Background: an optimization exercise with open tools, aiming at small area and few clock cycles per item. Do not read the settings as production practice. RTL that was checked went through simulation tests only; none was proved equivalent to the original. No functional check of the RTL was part of run 1.

==> flow/design.v (outline; a module is shown in full before it is edited, if it fits) <==
// module barrel_math_pipe: 2087 lines
// module bmp_fa: 4 lines
// module bmp_ha: 4 lines
// module bmp_hn: 4 lines
// module bmp_xnor2: 3 lines
// module bmp_or2: 3 lines
module barrel_math_pipe #(
  parameter int H_RES   = 1080,
  parameter int V_RES   = 960,
  parameter int COORD_W = 12,
  parameter int FRAC_W  = 3,
  parameter int K_SHIFT = 24
) (
  input  logic               clk,
  input  logic               reset,
  input  logic               gen_en,
  input  logic [1:0]         mode,
  input  logic [15:0]        k_coef,
  output logic [31:0]        tIn_tdata,
  output logic               tIn_tvalid,
  input  logic               tIn_tready,
  input  logic [31:0]        tOut_tdata,
  input  logic               tOut_tvalid,
  output logic               tOut_tready,
  output logic [31:0]        rCin_tdata,
  output logic [15:0]        rPin_tdata,
  output logic               rCin_tvalid,
  output logic               rPin_tvalid,
  input  logic               rCin_tready,
  input  logic               rPin_tready,
  input  logic [31:0]        rOut_tdata,
  input  logic               rOut_tvalid,
  output logic               rOut_tready,
  output logic [COORD_W-1:0] xOut,
  output logic [COORD_W-1:0] yOut,
  output logic               addr_vld,
  input  logic               mem_ready,
  output logic               clipped,
  output logic               frame_done
);
  // ...
==> flow/flow/run.sh <==
#!/bin/bash
# Standard layout with smaller port buffers and a clock tree of smaller buffers, without
# dummy loads. Each ORFS step keeps its own log under orfs/logs/; make's output goes to
# flow_make.log.
set -euo pipefail
bash standard.sh \
  'BUFFER_PORTS_ARGS=-buffer_cell sky130_fd_sc_hd__buf_1' \
  'CTS_ARGS=-sink_clustering_enable -sink_clustering_size 12 -repair_clock_nets -dont_use_dummy_load -buf_list sky130_fd_sc_hd__clkbuf_8' \
  finish > flow_make.log 2>&1
==> flow/standard.sh <==
#!/bin/bash
# synth_recipe.tcl (not shown) runs the flow's synth.tcl, then flattens the netlist and writes it again
# the make line also repeats each setting of config.mk as NAME=value (left out here)
make -C /OpenROAD-flow-scripts/flow DESIGN_CONFIG=/design/flow/config.mk WORK_HOME=/design/flow/orfs CLKGATE_MAP_FILE= SYNTH_SCRIPT=/design/flow/synth_recipe.tcl "${@:-finish}"
==> flow/config.mk <==
export PLATFORM = sky130hd
export DESIGN_NAME = barrel_math_pipe
export DESIGN_NICKNAME = barrel_math_pipe
export VERILOG_FILES = /design/flow/design.v
export SDC_FILE = /design/flow/constraint.sdc
export NUM_CORES = 4
export LEC_CHECK = 0
export CAP_MARGIN = 20
export CORE_MARGIN = 2
export CORE_UTILIZATION = 60
export PLACE_DENSITY = 0.75
export SLEW_MARGIN = 20
export SYNTH_HIERARCHICAL = 1
export SYNTH_MINIMUM_KEEP_SIZE = 0
==> flow/constraint.sdc <==
create_clock -name core_clock -period 9.0 [get_ports {clk}]
set_input_delay 1.8000 -clock core_clock [delete_from_list [all_inputs] [get_ports {clk}]]
set_output_delay 1.8000 -clock core_clock [all_outputs]
set_load 0.01 [all_outputs]
==> flow_summary.yaml, run 1 <==
status:
  outcome: "complete, no violations"
route:
  top_layer: "met5"
  ant_nets: 0
  routed_length_on_met1_um: 26300
setup_path:
  crit_required_ns: 7.20
  critical-path-max-stage-delay_ns: 0.79
  start_kind: "flop"
  regToRegStartpoint: "ka[11]$_DFFE_PP_"
  worst_r2r_path_depth: 25
  crit_path_start: "scb[12]$_DFFE_PP_"
  timing.critical_path.slowest_stage_cell: "edfxtp_1"
clock_tree:
  clk_latency_ns: 0.50
  clock_path_buffers: 2
  cts_hold_buf: 0
cells_and_area:
  leading_cell_type_in_the_layout_fill_and_taps_excluded: "nand2_1"
  nClkBuffers: 17
  multi_input_area_share_pct: 74.8
  synthToLayoutAreaGrowth_pct: 4.64
synthesis:
  count_of_mapped_cells_out_of_synthesis: 2698
  ys_ff_latch: 175
  synth_ff_type: "edfxtp_1"
  number_of_enable_flip_flop_cells_after_synthesis: 149
  synth.cell_area_um2: 28300
  synth_top_area_share_pct: 49.3
worst_hold_path:
  timing.hold.worst.start: "pha[10]$_DFFE_PP_"
  hold_path.class: "flop to flop"
sta:
  final_worst_path_setup_slack_ns: 0.412
global_routing:
  grt_pass1_vias: 22200
  globalRouteMet1Util_pct: 38.6
  grt_first_pass_wirelength_um: 115000
place:
  place_worst_setup_slack_ns: 0.574
floorplanning:
  die-area_um2: 48900
==> run 2, diff against run 1 <==
--- a/flow/design.v
+++ b/flow/design.v
@@ -173,19 +173,19 @@
   bmp_fa u_sqt_170 (.a(sqt_86), .b(sqt_123), .c(sqt_124), .s(sqt_170), .co(sqt_171));
   bmp_fa u_sqt_172 (.a(sqt_88), .b(sqt_125), .c(sqt_126), .s(sqt_172), .co(sqt_173));
   bmp_fa u_sqt_174 (.a(sqt_89), .b(sqt_128), .c(sqt_127), .s(sqt_174), .co(sqt_175));
   bmp_fa u_sqt_176 (.a(~tOut_tdata[13]), .b(sqt_129), .c(sqt_130), .s(sqt_176), .co(sqt_177));
   bmp_fa u_sqt_178 (.a(~(tOut_tdata[11] & tOut_tdata[15])), .b(~(tOut_tdata[12] & tOut_tdata[14])), .c(sqt_131), .s(sqt_178), .co(sqt_179));
   bmp_fa u_sqt_180 (.a(~(tOut_tdata[12] & tOut_tdata[15])), .b(~(tOut_tdata[13] & tOut_tdata[14])), .c(~tOut_tdata[14]), .s(sqt_180), .co(sqt_181));
   logic [31:0] sqt_sn;
   logic [31:0] sqt_pp, sqt_gg, sqt_c;
-  assign sqt_pp[0] = ~tOut_tdata[0] ^ 1'b1;
+  assign sqt_pp[0] = ~tOut_tdata[0] | 1'b1;
   assign sqt_gg[0] = ~tOut_tdata[0] & 1'b1;
-  assign sqt_pp[1] = 1'b1 ^ 1'b1;
+  assign sqt_pp[1] = 1'b1 | 1'b1;
   assign sqt_gg[1] = 1'b1 & 1'b1;
   assign sqt_pp[2] = ~(tOut_tdata[0] & tOut_tdata[1]) ^ ~tOut_tdata[1];
   assign sqt_gg[2] = ~(tOut_tdata[0] & tOut_tdata[1]) & ~tOut_tdata[1];
   assign sqt_pp[3] = ~(tOut_tdata[0] & tOut_tdata[2]) ^ 1'b1;
   assign sqt_gg[3] = ~(tOut_tdata[0] & tOut_tdata[2]) & 1'b1;
   assign sqt_pp[4] = ~tOut_tdata[2] ^ sqt_132;
   assign sqt_gg[4] = ~tOut_tdata[2] & sqt_132;
   assign sqt_pp[5] = sqt_133 ^ sqt_134;
@@ -467,18 +467,18 @@
   logic sqt_bg56;
   assign sqt_bg56 = sqt_gg[28] | (sqt_pp[28] & sqt_bg35);
   logic sqt_bp56;
   assign sqt_bp56 = sqt_pp[28] & sqt_bp35;
   logic sqt_bg57;
   assign sqt_bg57 = sqt_gg[30] | (sqt_pp[30] & sqt_bg42);
   logic sqt_bp57;
   assign sqt_bp57 = sqt_pp[30] & sqt_bp42;
-  assign sqt_sn[0] = sqt_pp[0] ^ 1'b1;
-  assign sqt_sn[1] = sqt_pp[1] ^ sqt_bg0;
+  assign sqt_sn[0] = 1'b0;
+  assign sqt_sn[1] = 1'b0;
   assign sqt_sn[2] = sqt_pp[2] ^ sqt_bg1;
   assign sqt_sn[3] = sqt_pp[3] ^ sqt_bg43;
   assign sqt_sn[4] = sqt_pp[4] ^ sqt_bg17;
   assign sqt_sn[5] = sqt_pp[5] ^ sqt_bg44;
   assign sqt_sn[6] = sqt_pp[6] ^ sqt_bg36;
   assign sqt_sn[7] = sqt_pp[7] ^ sqt_bg45;
   assign sqt_sn[8] = sqt_pp[8] ^ sqt_bg25;
   assign sqt_sn[9] = sqt_pp[9] ^ sqt_bg46;
@@ -975,63 +975,63 @@
   bmp_fa u_pkt_826 (.a(pkt_658), .b(pkt_741), .c(pkt_742), .s(pkt_826), .co(pkt_827));
   bmp_fa u_pkt_828 (.a(pkt_659), .b(pkt_744), .c(pkt_743), .s(pkt_828), .co(pkt_829));
   bmp_fa u_pkt_830 (.a(pkt_666), .b(pkt_745), .c(pkt_746), .s(pkt_830), .co(pkt_831));
   bmp_fa u_pkt_832 (.a(pkt_667), .b(pkt_748), .c(pkt_747), .s(pkt_832), .co(pkt_833));
   bmp_fa u_pkt_834 (.a(pkt_669), .b(pkt_750), .c(pkt_749), .s(pkt_834), .co(pkt_835));
   bmp_fa u_pkt_836 (.a(~(sqa[30] & ka[15])), .b(~(sqa[31] & ka[14])), .c(pkt_751), .s(pkt_836), .co(pkt_837));
   logic [47:0] pkt_sn;
   logic [47:0] pkt_pp, pkt_gg, pkt_c;
-  assign pkt_pp[0] = ~(ra[0] & ka[0]) ^ 1'b1;
+  assign pkt_pp[0] = ~(ra[0] & ka[0]) | 1'b1;
   assign pkt_gg[0] = ~(ra[0] & ka[0]) & 1'b1;
-  assign pkt_pp[1] = ~(ra[0] & ka[1]) ^ 1'b1;
+  assign pkt_pp[1] = ~(ra[0] & ka[1]) | 1'b1;
   assign pkt_gg[1] = ~(ra[0] & ka[1]) & 1'b1;
-  assign pkt_pp[2] = ~(ra[0] & ka[2]) ^ ~(sqa[2] & ka[0]);
+  assign pkt_pp[2] = ~(ra[0] & ka[2]) | ~(sqa[2] & ka[0]);
   assign pkt_gg[2] = ~(ra[0] & ka[2]) & ~(sqa[2] & ka[0]);
-  assign pkt_pp[3] = ~(sqa[3] & ka[0]) ^ pkt_752;
+  assign pkt_pp[3] = ~(sqa[3] & ka[0]) | pkt_752;
   assign pkt_gg[3] = ~(sqa[3] & ka[0]) & pkt_752;
-  assign pkt_pp[4] = pkt_753 ^ pkt_754;
+  assign pkt_pp[4] = pkt_753 | pkt_754;
   assign pkt_gg[4] = pkt_753 & pkt_754;
-  assign pkt_pp[5] = pkt_755 ^ pkt_756;
+  assign pkt_pp[5] = pkt_755 | pkt_756;
   assign pkt_gg[5] = pkt_755 & pkt_756;
-  assign pkt_pp[6] = pkt_757 ^ pkt_758;
+  assign pkt_pp[6] = pkt_757 | pkt_758;
   assign pkt_gg[6] = pkt_757 & pkt_758;
-  assign pkt_pp[7] = pkt_759 ^ pkt_760;
+  assign pkt_pp[7] = pkt_759 | pkt_760;
   assign pkt_gg[7] = pkt_759 & pkt_760;
-  assign pkt_pp[8] = pkt_761 ^ pkt_762;
+  assign pkt_pp[8] = pkt_761 | pkt_762;
   assign pkt_gg[8] = pkt_761 & pkt_762;
-  assign pkt_pp[9] = pkt_763 ^ pkt_764;
+  assign pkt_pp[9] = pkt_763 | pkt_764;
   assign pkt_gg[9] = pkt_763 & pkt_764;
-  assign pkt_pp[10] = pkt_765 ^ pkt_766;
+  assign pkt_pp[10] = pkt_765 | pkt_766;
   assign pkt_gg[10] = pkt_765 & pkt_766;
-  assign pkt_pp[11] = pkt_767 ^ pkt_768;
+  assign pkt_pp[11] = pkt_767 | pkt_768;
   assign pkt_gg[11] = pkt_767 & pkt_768;
-  assign pkt_pp[12] = pkt_769 ^ pkt_770;
+  assign pkt_pp[12] = pkt_769 | pkt_770;
   assign pkt_gg[12] = pkt_769 & pkt_770;
-  assign pkt_pp[13] = pkt_771 ^ pkt_772;
+  assign pkt_pp[13] = pkt_771 | pkt_772;
   assign pkt_gg[13] = pkt_771 & pkt_772;
-  assign pkt_pp[14] = pkt_773 ^ pkt_774;
+  assign pkt_pp[14] = pkt_773 | pkt_774;
   assign pkt_gg[14] = pkt_773 & pkt_774;
-  assign pkt_pp[15] = pkt_775 ^ pkt_776;
+  assign pkt_pp[15] = pkt_775 | pkt_776;
   assign pkt_gg[15] = pkt_775 & pkt_776;
-  assign pkt_pp[16] = pkt_777 ^ pkt_778;
+  assign pkt_pp[16] = pkt_777 | pkt_778;
   assign pkt_gg[16] = pkt_777 & pkt_778;
-  assign pkt_pp[17] = pkt_779 ^ pkt_780;
+  assign pkt_pp[17] = pkt_779 | pkt_780;
   assign pkt_gg[17] = pkt_779 & pkt_780;
-  assign pkt_pp[18] = pkt_781 ^ pkt_782;
+  assign pkt_pp[18] = pkt_781 | pkt_782;
   assign pkt_gg[18] = pkt_781 & pkt_782;
-  assign pkt_pp[19] = pkt_783 ^ pkt_784;
+  assign pkt_pp[19] = pkt_783 | pkt_784;
   assign pkt_gg[19] = pkt_783 & pkt_784;
-  assign pkt_pp[20] = pkt_785 ^ pkt_786;
+  assign pkt_pp[20] = pkt_785 | pkt_786;
   assign pkt_gg[20] = pkt_785 & pkt_786;
-  assign pkt_pp[21] = pkt_787 ^ pkt_788;
+  assign pkt_pp[21] = pkt_787 | pkt_788;
   assign pkt_gg[21] = pkt_787 & pkt_788;
-  assign pkt_pp[22] = pkt_789 ^ pkt_790;
+  assign pkt_pp[22] = pkt_789 | pkt_790;
   assign pkt_gg[22] = pkt_789 & pkt_790;
-  assign pkt_pp[23] = pkt_791 ^ pkt_792;
+  assign pkt_pp[23] = pkt_791 | pkt_792;
   assign pkt_gg[23] = pkt_791 & pkt_792;
   assign pkt_pp[24] = pkt_793 ^ pkt_794;
   assign pkt_gg[24] = pkt_793 & pkt_794;
   assign pkt_pp[25] = pkt_795 ^ pkt_796;
   assign pkt_gg[25] = pkt_795 & pkt_796;
   assign pkt_pp[26] = pkt_797 ^ pkt_798;
   assign pkt_gg[26] = pkt_797 & pkt_798;
   assign pkt_pp[27] = pkt_799 ^ pkt_800;
@@ -1425,40 +1425,40 @@
   logic pkt_bg87;
   assign pkt_bg87 = pkt_gg[44] | (pkt_pp[44] & pkt_bg54);
   logic pkt_bp87;
   assign pkt_bp87 = pkt_pp[44] & pkt_bp54;
   logic pkt_bg88;
   assign pkt_bg88 = pkt_gg[46] | (pkt_pp[46] & pkt_bg65);
   logic pkt_bp88;
   assign pkt_bp88 = pkt_pp[46] & pkt_bp65;
-  assign pkt_sn[0] = pkt_pp[0] ^ 1'b1;
-  assign pkt_sn[1] = pkt_pp[1] ^ pkt_bg0;
-  assign pkt_sn[2] = pkt_pp[2] ^ pkt_bg1;
-  assign pkt_sn[3] = pkt_pp[3] ^ pkt_bg66;
-  assign pkt_sn[4] = pkt_pp[4] ^ pkt_bg25;
-  assign pkt_sn[5] = pkt_pp[5] ^ pkt_bg67;
-  assign pkt_sn[6] = pkt_pp[6] ^ pkt_bg55;
-  assign pkt_sn[7] = pkt_pp[7] ^ pkt_bg68;
-  assign pkt_sn[8] = pkt_pp[8] ^ pkt_bg37;
-  assign pkt_sn[9] = pkt_pp[9] ^ pkt_bg69;
-  assign pkt_sn[10] = pkt_pp[10] ^ pkt_bg56;
-  assign pkt_sn[11] = pkt_pp[11] ^ pkt_bg70;
-  assign pkt_sn[12] = pkt_pp[12] ^ pkt_bg50;
-  assign pkt_sn[13] = pkt_pp[13] ^ pkt_bg71;
-  assign pkt_sn[14] = pkt_pp[14] ^ pkt_bg57;
-  assign pkt_sn[15] = pkt_pp[15] ^ pkt_bg72;
-  assign pkt_sn[16] = pkt_pp[16] ^ pkt_bg43;
-  assign pkt_sn[17] = pkt_pp[17] ^ pkt_bg73;
-  assign pkt_sn[18] = pkt_pp[18] ^ pkt_bg58;
-  assign pkt_sn[19] = pkt_pp[19] ^ pkt_bg74;
-  assign pkt_sn[20] = pkt_pp[20] ^ pkt_bg51;
-  assign pkt_sn[21] = pkt_pp[21] ^ pkt_bg75;
-  assign pkt_sn[22] = pkt_pp[22] ^ pkt_bg59;
-  assign pkt_sn[23] = pkt_pp[23] ^ pkt_bg76;
+  assign pkt_sn[0] = 1'b0;
+  assign pkt_sn[1] = 1'b0;
+  assign pkt_sn[2] = 1'b0;
+  assign pkt_sn[3] = 1'b0;
+  assign pkt_sn[4] = 1'b0;
+  assign pkt_sn[5] = 1'b0;
+  assign pkt_sn[6] = 1'b0;
+  assign pkt_sn[7] = 1'b0;
+  assign pkt_sn[8] = 1'b0;
+  assign pkt_sn[9] = 1'b0;
+  assign pkt_sn[10] = 1'b0;
+  assign pkt_sn[11] = 1'b0;
+  assign pkt_sn[12] = 1'b0;
+  assign pkt_sn[13] = 1'b0;
+  assign pkt_sn[14] = 1'b0;
+  assign pkt_sn[15] = 1'b0;
+  assign pkt_sn[16] = 1'b0;
+  assign pkt_sn[17] = 1'b0;
+  assign pkt_sn[18] = 1'b0;
+  assign pkt_sn[19] = 1'b0;
+  assign pkt_sn[20] = 1'b0;
+  assign pkt_sn[21] = 1'b0;
+  assign pkt_sn[22] = 1'b0;
+  assign pkt_sn[23] = 1'b0;
   assign pkt_sn[24] = pkt_pp[24] ^ pkt_bg48;
   assign pkt_sn[25] = pkt_pp[25] ^ pkt_bg77;
   assign pkt_sn[26] = pkt_pp[26] ^ pkt_bg60;
   assign pkt_sn[27] = pkt_pp[27] ^ pkt_bg78;
   assign pkt_sn[28] = pkt_pp[28] ^ pkt_bg52;
   assign pkt_sn[29] = pkt_pp[29] ^ pkt_bg79;
   assign pkt_sn[30] = pkt_pp[30] ^ pkt_bg61;
   assign pkt_sn[31] = pkt_pp[31] ^ pkt_bg80;
@@ -1727,43 +1727,43 @@
   bmp_fa u_pst_378 (.a(pst_274), .b(pst_325), .c(pst_326), .s(pst_378), .co(pst_379));
   bmp_fa u_pst_380 (.a(pst_275), .b(pst_328), .c(pst_327), .s(pst_380), .co(pst_381));
   bmp_fa u_pst_382 (.a(pst_282), .b(pst_329), .c(pst_330), .s(pst_382), .co(pst_383));
   bmp_fa u_pst_384 (.a(pst_283), .b(pst_332), .c(pst_331), .s(pst_384), .co(pst_385));
   bmp_fa u_pst_386 (.a(pst_285), .b(pst_334), .c(pst_333), .s(pst_386), .co(pst_387));
   bmp_fa u_pst_388 (.a(~(rb[14] & scb[14])), .b(~(rb[15] & scb[13])), .c(pst_335), .s(pst_388), .co(pst_389));
   logic [30:0] pst_sn;
   logic [30:0] pst_pp, pst_gg, pst_c;
-  assign pst_pp[0] = ~(rb[0] & scb[0]) ^ 1'b1;
+  assign pst_pp[0] = ~(rb[0] & scb[0]) | 1'b1;
   assign pst_gg[0] = ~(rb[0] & scb[0]) & 1'b1;
-  assign pst_pp[1] = ~(rb[0] & scb[1]) ^ ~(rb[1] & scb[0]);
+  assign pst_pp[1] = ~(rb[0] & scb[1]) | ~(rb[1] & scb[0]);
   assign pst_gg[1] = ~(rb[0] & scb[1]) & ~(rb[1] & scb[0]);
-  assign pst_pp[2] = ~(rb[2] & scb[0]) ^ pst_336;
+  assign pst_pp[2] = ~(rb[2] & scb[0]) | pst_336;
   assign pst_gg[2] = ~(rb[2] & scb[0]) & pst_336;
-  assign pst_pp[3] = pst_337 ^ pst_338;
+  assign pst_pp[3] = pst_337 | pst_338;
   assign pst_gg[3] = pst_337 & pst_338;
-  assign pst_pp[4] = pst_339 ^ pst_340;
+  assign pst_pp[4] = pst_339 | pst_340;
   assign pst_gg[4] = pst_339 & pst_340;
-  assign pst_pp[5] = pst_341 ^ pst_342;
+  assign pst_pp[5] = pst_341 | pst_342;
   assign pst_gg[5] = pst_341 & pst_342;
-  assign pst_pp[6] = pst_343 ^ pst_344;
+  assign pst_pp[6] = pst_343 | pst_344;
   assign pst_gg[6] = pst_343 & pst_344;
-  assign pst_pp[7] = pst_345 ^ pst_346;
+  assign pst_pp[7] = pst_345 | pst_346;
   assign pst_gg[7] = pst_345 & pst_346;
-  assign pst_pp[8] = pst_347 ^ pst_348;
+  assign pst_pp[8] = pst_347 | pst_348;
   assign pst_gg[8] = pst_347 & pst_348;
-  assign pst_pp[9] = pst_349 ^ pst_350;
+  assign pst_pp[9] = pst_349 | pst_350;
   assign pst_gg[9] = pst_349 & pst_350;
-  assign pst_pp[10] = pst_351 ^ pst_352;
+  assign pst_pp[10] = pst_351 | pst_352;
   assign pst_gg[10] = pst_351 & pst_352;
-  assign pst_pp[11] = pst_353 ^ pst_354;
+  assign pst_pp[11] = pst_353 | pst_354;
   assign pst_gg[11] = pst_353 & pst_354;
-  assign pst_pp[12] = pst_355 ^ pst_356;
+  assign pst_pp[12] = pst_355 | pst_356;
   assign pst_gg[12] = pst_355 & pst_356;
-  assign pst_pp[13] = pst_357 ^ pst_358;
+  assign pst_pp[13] = pst_357 | pst_358;
   assign pst_gg[13] = pst_357 & pst_358;
   assign pst_pp[14] = pst_359 ^ pst_360;
   assign pst_gg[14] = pst_359 & pst_360;
   assign pst_pp[15] = pst_361 ^ pst_362;
   assign pst_gg[15] = pst_361 & pst_362;
   assign pst_pp[16] = pst_363 ^ pst_364;
   assign pst_gg[16] = pst_363 & pst_364;
   assign pst_pp[17] = pst_365 ^ pst_366;
@@ -1999,30 +1999,30 @@
   logic pst_bg51;
   assign pst_bg51 = pst_gg[28] | (pst_pp[28] & pst_bg30);
   logic pst_bp51;
   assign pst_bp51 = pst_pp[28] & pst_bp30;
   logic pst_bg52;
   assign pst_bg52 = pst_gg[30] | (pst_pp[30] & pst_bg37);
   logic pst_bp52;
   assign pst_bp52 = pst_pp[30] & pst_bp37;
-  assign pst_sn[0] = pst_pp[0] ^ 1'b1;
-  assign pst_sn[1] = pst_pp[1] ^ pst_bg0;
-  assign pst_sn[2] = pst_pp[2] ^ pst_bg1;
-  assign pst_sn[3] = pst_pp[3] ^ pst_bg38;
-  assign pst_sn[4] = pst_pp[4] ^ pst_bg16;
-  assign pst_sn[5] = pst_pp[5] ^ pst_bg39;
-  assign pst_sn[6] = pst_pp[6] ^ pst_bg31;
-  assign pst_sn[7] = pst_pp[7] ^ pst_bg40;
-  assign pst_sn[8] = pst_pp[8] ^ pst_bg23;
-  assign pst_sn[9] = pst_pp[9] ^ pst_bg41;
-  assign pst_sn[10] = pst_pp[10] ^ pst_bg32;
-  assign pst_sn[11] = pst_pp[11] ^ pst_bg42;
-  assign pst_sn[12] = pst_pp[12] ^ pst_bg28;
-  assign pst_sn[13] = pst_pp[13] ^ pst_bg43;
+  assign pst_sn[0] = 1'b0;
+  assign pst_sn[1] = 1'b0;
+  assign pst_sn[2] = 1'b0;
+  assign pst_sn[3] = 1'b0;
+  assign pst_sn[4] = 1'b0;
+  assign pst_sn[5] = 1'b0;
+  assign pst_sn[6] = 1'b0;
+  assign pst_sn[7] = 1'b0;
+  assign pst_sn[8] = 1'b0;
+  assign pst_sn[9] = 1'b0;
+  assign pst_sn[10] = 1'b0;
+  assign pst_sn[11] = 1'b0;
+  assign pst_sn[12] = 1'b0;
+  assign pst_sn[13] = 1'b0;
   assign pst_sn[14] = pst_pp[14] ^ pst_bg33;
   assign pst_sn[15] = pst_pp[15] ^ pst_bg44;
   assign pst_sn[16] = pst_pp[16] ^ pst_bg26;
   assign pst_sn[17] = pst_pp[17] ^ pst_bg45;
   assign pst_sn[18] = pst_pp[18] ^ pst_bg34;
   assign pst_sn[19] = pst_pp[19] ^ pst_bg46;
   assign pst_sn[20] = pst_pp[20] ^ pst_bg29;
   assign pst_sn[21] = pst_pp[21] ^ pst_bg47;
==> flow/config.mk (replaced) <==
export PLATFORM = sky130hd
export DESIGN_NAME = barrel_math_pipe
export DESIGN_NICKNAME = barrel_math_pipe
export VERILOG_FILES = /design/flow/design.v
export SDC_FILE = /design/flow/constraint.sdc
export NUM_CORES = 4
export LEC_CHECK = 0
export CAP_MARGIN = 20
export CORE_MARGIN = 2
export CORE_UTILIZATION = 80
export PLACE_DENSITY = 0.92
export SLEW_MARGIN = 20
export SYNTH_HIERARCHICAL = 1
export SYNTH_MINIMUM_KEEP_SIZE = 0
==> run 2 against run 1 <==
- global-route usage is 13 points higher
- routed wire length rose by 4.3%
- setup slack worse by 0.070 ns
- core utilization up 21 points
- clock skew grew 0.011 ns
- first-iteration DRC count up 50%
- critical endpoint is now scb[11]$_DFFE_PP_
==> flow_summary.yaml, run 2 <==
setup_path:
  timing_worst_setup_path_type: "flop to flop"
  crit_arrival_ns: 8.97
  crit_required_ns: 9.31
  timing.critical_path.slowest_stage_cell: "edfxtp_1"
  timing.critical_path.to_type: "flop"
  reg2reg_slack_ns: 0.34
  critical-path-max-stage-delay_ns: 0.95
  crit_path_max_fanout: 18
  start_kind: "flop"
  path_common_cell: "fa_1"
  crit_chain: "nand2_1 > fa_1 > fa_1 > fa_1 > fa_1 > fa_1 > fa_1 > o22ai_1 > nor3_1 > nor4_1 > nor3_1 > a21oi_1 > a21oi_1 > nor2_1 > o21ai_0 > fa_1 > xor2_1 > nand4_1 > or4_1 > inv_1 > nand2_1 > or3_1 > a21oi_1"
floorplanning:
  dieHeight_um: 192
  effective_utilization_at_floorplan_pct: 81.4
  core-area_um2: 34500
  fp.dieW_um: 192
  die-area_um2: 36700
  boundary_pins: 203
  floorplan.rows: 68
place:
  port_buffers: 171
  numPlacedInstances: 3193
  gpl.final_weighted_congestion: 0.913
  place_worst_setup_slack_ns: 0.647
  postPlaceCellArea_um2: 28900
  dpl.hpwl_um: 55700
clock_tree:
  cts_hold_buf: 0
  post_cts.repair.setup_buffers: 0
  clock_tree.htree_level_count: 4
  clock_path_buffers: 2
  clock_net_sink_count: 175
  clock-root-buffer: "clkbuf_8"
  postCtsResizedCells: 0
  clock_buffer_count_from_cts: 17
  clock_tree_from_tritoncts: "done"
  clk_latency_ns: 0.50
  cts.reportedPaths.clkPinSlew_ns: 0.10
route:
  drt_drc_violations_left: 0
  ant_nets: 0
  routed_via_density: 6.78
  detail_route.wirelength_um: 74400
  avgRoutedWirePerCell_um: 23.2
  vias: 21800
  detail_route.iter0.violations: 2939
  drt_pass1_iterations: 8
cells_and_area:
  post_route_design_area_um2: 29200
  nets: 3621
  mostFrequentLayoutCells: "nand2_1 (916), fa_1 (696), buf_1 (170), edfxtp_1 (149), ha_1 (77)"
  largest_register_ffs: 30
  drive_above_1_share_pct: 3.56
  fillerInstances: 1771
  largest_register: "sqa"
  non_filler_instances: 3211
  leading_cell_type_in_the_layout_fill_and_taps_excluded: "nand2_1"
  synthToLayoutAreaGrowth_pct: 3.70
sta:
  final_worst_path_setup_slack_ns: 0.342
  slew_viol_final: 0
  finalSetupTns_ns: 0
  final_min_period_over_clock_period_pct: 96.2
  grt_setup_unrepaired: "no"
  timing.slew.headroom_pct: 21.3
  layout_min_cycle_time_ns: 8.66
  setup_viol_count_final: 0
  hold_violations: 0
  skew_ns: 0.0435
  tightestPinTransition_ns: 1.18
  highest_achievable_clock_rate_ghz: 0.115
global_routing:
  grt_first_pass_wirelength_um: 119000
  grt_pass1_vias: 23900
  initial_antenna_violation_count: 1
  grt_start_max_net_pins: 73
  grt_util_all_layers_pct: 43.1
  grt_overflow: 0
synthesis:
  synth.top_cells.by_area: "fa_1 (50%), edfxtp_1 (16%), nand2_1 (12%)"
  synth_compound_gate_area_share_pct: 4.57
  synth_top_cells_by_count: "nand2_1 (917), fa_1 (696), clkbuf_1 (186)"
  ys_ff_latch: 175
  synth_top_family_by_area: "adder cells"
  yosysTopAreaCell: "fa_1"
  synth.area.mux_share_pct: 0.0712
  synth_top_area_share_pct: 49.5
  synth_ff_type: "edfxtp_1"
  yosys_warnings: 7
  synth_simple_gate_area_share_pct: 16.8
  synthAdderAreaFrac_pct: 53.1
  synth-xor-area-share_pct: 3.36
  post_synth.cell_area_avg_um2: 10.4
  synth-async-reset-ratio_pct: 0
  yosysSeqAreaShare_pct: 17.8
  synth.lib_cells_used.distinct: 61
  synth.cell_area_um2: 28100
  post-synth-top-count-cell: "nand2_1"
  count_of_mapped_cells_out_of_synthesis: 2706
  number_of_enable_flip_flop_cells_after_synthesis: 149
worst_hold_path:
  hold_path.class: "flop to flop"
flow_run:
  max_capacitance_violation_count: 0
status:
  outcome: "complete, no violations"
-- run 2: layer usage --
metal  global-route usage (%)  routed length [µm]
met5                        0                   0
met4                     24.2                4700
met3                     11.2                9690
met2                     69.8               36500
met1                     53.5               23600
-- run 2: worst paths after layout --
kind	from	to	depth (start not counted)
max	ka[15]$_DFFE_PP_	scb[11]$_DFFE_PP_	23
min	ra[6]$_DFFE_PP_	rb[6]$_DFFE_PP_	0
max reg2reg	ka[15]$_DFFE_PP_	scb[11]$_DFFE_PP_	23
min reg2reg	ra[6]$_DFFE_PP_	rb[6]$_DFFE_PP_	0
-- run 2: layout make-up --
class	instances	area (µm²)	share of cell area [%]
diodes	1	2.50	0.00858
clock buffers	17	234	0.802
inverters	71	267	0.914
multi-input cells	2261	22000	75.4
flip-flops and latches	175	4990	17.1
well taps	455	569	1.95
repair buffers	231	1090	3.75
-- run 2: metrics by stage --
| stage | hold slack (ns) | util, % |
|---|---|---|
| after global placement | 0.401 | 83.7 |
| after detailed placement | 0.405 | 83.7 |
| after CTS | 0.383 | 84.4 |
| after floorplan | 0.400 | - |
| final | 0.381 | 84.4 |
| after global routing | 0.383 | 84.4 |
-- run 2: per-module statistics from Yosys (local to each module, per instance), a selection --
| module | times used | area [µm²] | cells inside |
|---|---|---|---|
| bmp_xnor2 | 42 | 8.76 | 1 |
| bmp_fa | 663 | 20.0 | 1 |
| barrel_math_pipe | 1 | 14200 | 1959 |
| bmp_or2 | 42 | 6.26 | 1 |
-- run 2: cells by family after synthesis --
logic type	count (synthesis)
AND/OR/NAND/NOR	1148
buffers and inverters	294
adder cells (fa/ha/maj)	777
other	1
XOR/XNOR	108
flip-flops	175
multiplexers	2
AO/OA/AOI/OAI	201
-- run 2: critical path: cells and delay by family (launching register included) --
kind / cells / cell delay [ns]
adder cells (fa/ha/maj): 7 / 3.18
AND/OR/NAND/NOR: 9 / 2.88
AO/OA/AOI/OAI: 5 / 1.20
flip-flops: 1 / 0.95
XOR/XNOR: 1 / 0.15
buffers and inverters: 1 / 0.15
Testbench counts of run 2, summed over its fixed seeds: cycles 16,016, items 16,000.
==> run 3, diff against run 2 <==
--- a/flow/config.mk
+++ b/flow/config.mk
@@ -9,4 +9,4 @@
 export CORE_MARGIN = 2
-export CORE_UTILIZATION = 80
-export PLACE_DENSITY = 0.92
+export CORE_UTILIZATION = 70
+export PLACE_DENSITY = 0.85
 export SLEW_MARGIN = 20
==> run 3 against run 2 <==
- still clean on timing, DRC and antenna
- die area rose by 14%
- cell area increased by 0.51%
- via count shrank 3.1%
- core utilization is 11 points lower
- routed wire length fell by 4.3%
- area after synthesis is the same
==> flow_summary.yaml, run 3 <==
synthesis:
  count_of_mapped_cells_out_of_synthesis: 2706
  yosys_warnings: 7
  synth.cell_area_um2: 28100
  synth.lib_cells_used.distinct: 61
  post_synth.cell_area_avg_um2: 10.4
  synth_top_area_share_pct: 49.5
  ys_ff_latch: 175
  number_of_enable_flip_flop_cells_after_synthesis: 149
  post-synth-top-count-cell: "nand2_1"
  synth.top_cells.by_area: "fa_1 (50%), edfxtp_1 (16%), nand2_1 (12%)"
  synth-async-reset-ratio_pct: 0
  synth_top_cells_by_count: "nand2_1 (917), fa_1 (696), clkbuf_1 (186)"
  synth_ff_type: "edfxtp_1"
  yosysTopAreaCell: "fa_1"
  yosysSeqAreaShare_pct: 17.8
sta:
  finalSetupTns_ns: 0
  tightestPinTransition_ns: 1.10
  skew_ns: 0.0377
  hold_violations: 0
  grt_setup_unrepaired: "no"
  slew_viol_final: 0
  setup_viol_count_final: 0
  final_min_period_over_clock_period_pct: 95.5
  highest_achievable_clock_rate_ghz: 0.116
  timing.slew.headroom_pct: 26.7
  timing.hold.ws_ns: 0.414
  layout_min_cycle_time_ns: 8.59
cells_and_area:
  nets: 3629
  leading_cell_type_in_the_layout_fill_and_taps_excluded: "nand2_1"
  largest_register_ffs: 30
  synthToLayoutAreaGrowth_pct: 4.22
  fillerInstances: 2575
  largest_register: "sqa"
  drive_above_1_share_pct: 3.84
  area_of_the_multi_input_gates_um2: 22000
  mostFrequentLayoutCells: "nand2_1 (916), fa_1 (696), buf_1 (170), edfxtp_1 (149), ha_1 (77)"
  final-seq-area_um2: 4990
route:
  avgRoutedWirePerCell_um: 21.7
  detail_route.wirelength_um: 71200
  detail_route.iter0.violations: 1906
  routed_via_density: 6.41
  drt_pass1_iterations: 8
  drt_drc_violations_left: 0
  vias: 21100
  ant_nets: 0
place:
  dpl.hpwl_um: 54100
  gpl.final_weighted_congestion: 0.888
  port_buffers: 171
clock_tree:
  post_cts.repair.setup_buffers: 0
  cts_hold_buf: 0
  cts.reportedPaths.clkPinSlew_ns: 0.10
  clock_tree.htree_level_count: 4
  clock_tree_from_tritoncts: "done"
  clk_latency_ns: 0.51
  clock_buffer_count_from_cts: 17
  clock_path_buffers: 2
  clock_net_sink_count: 175
  clock-root-buffer: "clkbuf_8"
  postCtsResizedCells: 0
global_routing:
  grt_overflow: 0
  initial_antenna_violation_count: 2
  grt_first_pass_wirelength_um: 116000
  grt_start_max_net_pins: 70
  grt_util_all_layers_pct: 36.0
  grt_pass1_vias: 23500
setup_path:
  rr_endpoint: "scb[11]$_DFFE_PP_"
  start_kind: "flop"
  regToRegStartpoint: "ka[12]$_DFFE_PP_"
  worst_r2r_path_depth: 24
  timing.critical_path.to_type: "primary output"
  reg2reg_slack_ns: 0.65
  crit_required_ns: 7.20
  crit_arrival_ns: 6.79
  timing_worst_setup_path_type: "flop to primary output"
  crit_path_max_fanout: 14
floorplanning:
  effective_utilization_at_floorplan_pct: 70.8
  fp.dieW_um: 204
  floorplan.rows: 73
  core-area_um2: 39700
  dieHeight_um: 204
  die-area_um2: 41800
  boundary_pins: 203
status:
  outcome: "complete, no violations"
worst_hold_path:
  hold_path.class: "flop to flop"
  timing.hold.worst.start: "ra[15]$_DFFE_PP_"
  holdPathStages: 0
  worst_hold_path.endpoint: "rb[15]$_DFFE_PP_"
flow_run:
  max_capacitance_violation_count: 0
==> run 3: cell counts after synthesis <==
Identical to the previous run, type by type.
==> run 3: kinds of logic after synthesis <==
group / synth area share, %
mux: 0.0712
fa+ha+maj: 53.1
xor+xnor: 3.36
compound gates: 4.57
simple gates: 16.8
flops: 17.8
buf+inv: 4.35
other cells: 0.0133
==> run 3: stage by stage <==
| step | instances | cell area [µm²] | utilization [%] | worst slack, ns |
|---|---|---|---|---|
| 2_1_floorplan | 2730 | 28200 | - | 1.30 |
| 5_1_grt | 3288 | 29300 | 73.8 | 0.158 |
| 3_5_place_dp | 3271 | 29100 | 73.2 | 0.831 |
| 4_1_cts | 3288 | 29300 | 73.8 | 0.425 |
| 3_3_place_gp | 3271 | 29100 | 73.2 | 0.967 |
| 6_report | 3289 | 29300 | 73.8 | 0.409 |
==> run 3: per-module statistics from Yosys (local to each module, per instance), excerpt <==
module | times used | flops+latches
bmp_xnor2 | 42 | 0
barrel_math_pipe | 1 | 175
bmp_or2 | 42 | 0
bmp_fa | 663 | 0
==> run 3: worst max-delay path by stage <==
stage / depth (start not counted) / end / slack [ns] / startpoint
floorplan: 20 / rCin_tdata[12] / 1.30 / scb[14]$_DFFE_PP_
global placement: 24 / scb[11]$_DFFE_PP_ / 0.97 / ka[9]$_DFFE_PP_
detailed placement: 24 / scb[11]$_DFFE_PP_ / 0.83 / ka[12]$_DFFE_PP_
CTS: 19 / rCin_tdata[12] / 0.42 / rb[0]$_DFFE_PP_
global route: 19 / rCin_tdata[12] / 0.16 / rb[0]$_DFFE_PP_
finish: 19 / rCin_tdata[12] / 0.41 / rb[0]$_DFFE_PP_
==> run 3: routing by layer <==
layer | global-route usage [%] | routed length (µm) | part of all wire [%] | vias up
met5 | 0 | 0 | 0 | -
met3 | 7.88 | 8030 | 11 | 373
li1 | - | - | - | 8552
met4 | 18.7 | 3780 | 5.3 | 0
met1 | 44.7 | 24300 | 34 | 10600
met2 | 60.0 | 35200 | 49 | 1607
==> run 3: critical path, stage by stage (launching register included) <==
cell	delay (ns)
edfxtp_1	0.69
nand2_1	0.17
fa_1	0.48
fa_1	0.54
fa_1	0.42
fa_1	0.42
fa_1	0.52
fa_1	0.42
ha_1	0.35
a21o_1	0.18
a21o_1	0.17
a221o_1	0.33
a31o_2	0.27
a41oi_2	0.29
inv_1	0.09
a21oi_1	0.19
fa_1	0.44
nor2_1	0.11
nand2_1	0.06
buf_1	0.16
==> run 3: cell type report <==
cell class / count / area share, %
multi-input cells: 2261 / 75.1
flip-flops and latches: 175 / 17.0
repair buffers: 239 / 3.94
well taps: 525 / 2.24
inverters: 71 / 0.909
clock buffers: 17 / 0.798
diodes: 1 / 0.00854

static timing again, ports no longer ideal:
No port has a modelled driver above. Below, the same layouts with a new extraction and two added sets of constraints. Step 1 (the two cells are an assumption about what drives the block):
set clk [get_ports {clk}]
set_driving_cell -lib_cell sky130_fd_sc_hd__clkbuf_16 $clk
set_driving_cell -lib_cell sky130_fd_sc_hd__buf_2 [delete_from_list [all_inputs] $clk]
Step 2 moves the port delays by t, midway between the first and last clock arrival at a register: inputs arrive t later, outputs are due t later. That takes back most of the time a late clock gives input paths. a / b / c = no drivers / after step 1 / after step 2; a / b = the first two.
run	t, ns	setup WS [ns]	latest minus earliest clock arrival (ns)	worst slew at a driven data input, ns
run 1	0.520	0.412 / 0.369 / 0.467	0.047 / 0.047	0.08
run 2	0.528	0.342 / 0.341 / 0.342	0.047 / 0.047	0.11
run 3	0.540	0.409 / 0.360 / 0.645	0.041 / 0.041	0.08
After both steps every run listed still meets setup and hold.
